Context: an optimization exercise on an open-source flow, tuned for small area, a short achievable clock period and few clock cycles per item. The choices shown serve that exercise and are no tape-out recipe. RTL that was checked went through simulation tests only; none was proved equivalent to the original. Power is estimated from default activity; no workload was simulated.

==> module des_sbox_engine, before the edit <==
module des_sbox_engine #(
  parameter int unsigned NUM_BOX = 8,
  parameter int unsigned IN_W    = 6,
  parameter int unsigned OUT_W   = 4,
  parameter int unsigned LANES   = 8
) (
  input  logic                       i_clk,
  input  logic                       i_rst_n,
  input  logic                       i_cfg_we,
  input  logic [$clog2(NUM_BOX)-1:0] i_cfg_box,
  input  logic [IN_W-1:0]            i_cfg_addr,
  input  logic [OUT_W-1:0]           i_cfg_data,
  output logic                       o_cfg_drop,
  input  logic                       i_valid,
  output logic                       o_ready,
  input  logic [NUM_BOX*IN_W-1:0]    i_vector,
  output logic                       o_valid,
  input  logic                       i_ready,
  output logic [NUM_BOX*OUT_W-1:0]   o_vector,
  output logic                       o_busy
);
  localparam int unsigned DEPTH  = 2 ** IN_W;
  localparam int unsigned VOUT_W = NUM_BOX * OUT_W;
  logic              busy_q;    
  logic              idle_q;    
  logic              drop_q;
  logic [VOUT_W-1:0] res_q, res_d;
  logic [OUT_W-1:0]  tbl_q [NUM_BOX][DEPTH];
  logic              cfg_wr;
  logic              ld;
  logic              acc;
  assign ld      = !busy_q || i_ready;
  assign o_ready = idle_q || i_ready;
  assign acc     = i_valid && ld;
  assign cfg_wr  = i_cfg_we && !busy_q;
  always_comb begin
    for (int b = 0; b < NUM_BOX; b++) begin
      if (cfg_wr && (32'(i_cfg_box) == b) &&
          (i_cfg_addr == i_vector[(NUM_BOX - b) * IN_W - 1 -: IN_W])) begin
        res_d[(NUM_BOX - b) * OUT_W - 1 -: OUT_W] = i_cfg_data;
      end else begin
        res_d[(NUM_BOX - b) * OUT_W - 1 -: OUT_W] =
          tbl_q[b][i_vector[(NUM_BOX - b) * IN_W - 1 -: IN_W]];
      end
    end
  end
  always_ff @(posedge i_clk or negedge i_rst_n) begin
    if (!i_rst_n) begin
      busy_q <= 1'b0;
      idle_q <= 1'b1;
      drop_q <= 1'b0;
    end else begin
      busy_q <= acc || (busy_q && !i_ready);
      idle_q <= !(acc || (busy_q && !i_ready));
      drop_q <= i_cfg_we && busy_q;
    end
  end
  always_ff @(posedge i_clk) begin
    if (ld) begin
      res_q <= res_d;
    end
  end
  always_ff @(posedge i_clk or negedge i_rst_n) begin
    if (!i_rst_n) begin
      for (int b = 0; b < NUM_BOX; b++) begin
        for (int a = 0; a < DEPTH; a++) begin
          tbl_q[b][a] <= '0;
        end
      end
    end else if (cfg_wr) begin
      tbl_q[i_cfg_box][i_cfg_addr] <= i_cfg_data;
    end
  end
  assign o_valid    = busy_q;
  assign o_busy     = busy_q;
  assign o_vector   = res_q;
  assign o_cfg_drop = drop_q;
endmodule
clock: 8.0 ns
lec_check: 0
cap_margin: 30
core_margin: 2
core_utilization: 50
setup_slack_margin: 4.6
slew_margin: 40
run.sh (not shown) runs the stock make flow with config.mk's settings and CLKGATE_MAP_FILE= SYNTH_SCRIPT=/design/flow/synth_recipe.tcl, a recipe that flattens the netlist after the stock synthesis.
==> next run, changes <==
--- a/flow/design.v
+++ b/flow/design.v
@@ -21,18 +21,15 @@
 );
   localparam int unsigned DEPTH  = 2 ** IN_W;
   localparam int unsigned VOUT_W = NUM_BOX * OUT_W;
   logic              busy_q;    
-  logic              idle_q;    
   logic              drop_q;
   logic [VOUT_W-1:0] res_q, res_d;
   logic [OUT_W-1:0]  tbl_q [NUM_BOX][DEPTH];
   logic              cfg_wr;
-  logic              ld;
   logic              acc;
-  assign ld      = !busy_q || i_ready;
-  assign o_ready = idle_q || i_ready;
-  assign acc     = i_valid && ld;
+  assign o_ready = !busy_q || i_ready;
+  assign acc     = i_valid && o_ready;
   assign cfg_wr  = i_cfg_we && !busy_q;
   always_comb begin
     for (int b = 0; b < NUM_BOX; b++) begin
       if (cfg_wr && (32'(i_cfg_box) == b) &&
@@ -46,18 +43,16 @@
   end
   always_ff @(posedge i_clk or negedge i_rst_n) begin
     if (!i_rst_n) begin
       busy_q <= 1'b0;
-      idle_q <= 1'b1;
       drop_q <= 1'b0;
     end else begin
       busy_q <= acc || (busy_q && !i_ready);
-      idle_q <= !(acc || (busy_q && !i_ready));
       drop_q <= i_cfg_we && busy_q;
     end
   end
   always_ff @(posedge i_clk) begin
-    if (ld) begin
+    if (o_ready) begin
       res_q <= res_d;
     end
   end
   always_ff @(posedge i_clk or negedge i_rst_n) begin
After rerunning: The changed run finished clean; worst hold slack gains 0.0041 ns; wire length goes down by 13%; synthesized cell count goes down by 7.5%; total power goes down by 2.9%; cell area goes down by 4.2%; final cell count goes down by 6.0%; maximum frequency goes down by 3.5%; setup slack loses 0.13 ns; non-clock buffer count goes down by 1; clock power goes down by about 4%; sequential power is about the same; die area goes down by 4.7%; via count goes down by 8.0%; clock-buffer cell count is unchanged.
Testbench counts after the change, summed over its fixed seeds: cycles 4,008, items 4,000.
The RTL of the first run of this note was laid out without a check of its function.

separate check: timing with driven ports:
How much do the figures lean on ideal ports? The routed layouts below were timed once more, with nothing changed but the port constraints. Step 1 sets driving cells, clkbuf_16 on the clock port and buf_2 on the other inputs (assumed; they add their load-dependent delay and slew). Step 2, shift: input delay + t, output delay - t, t = (earliest + latest rising clock arrival at the registers) / 2. This alone moves slack from input paths to output paths. Slacks: ideal / step 1 / step 2; pairs: ideal / step 1.
run	shift t [ns]	slack for setup (ns)	worst register clock-pin slew, ns
the first run	0.967	4.372 / 4.331 / 3.516	0.07 / 0.07
the second run	0.964	4.240 / 4.206 / 3.425	0.07 / 0.07
After both steps every run listed still meets setup and hold. The setup slack of the first run, which loses most, moves by -0.041 ns with the drivers and by -0.856 ns with both steps.
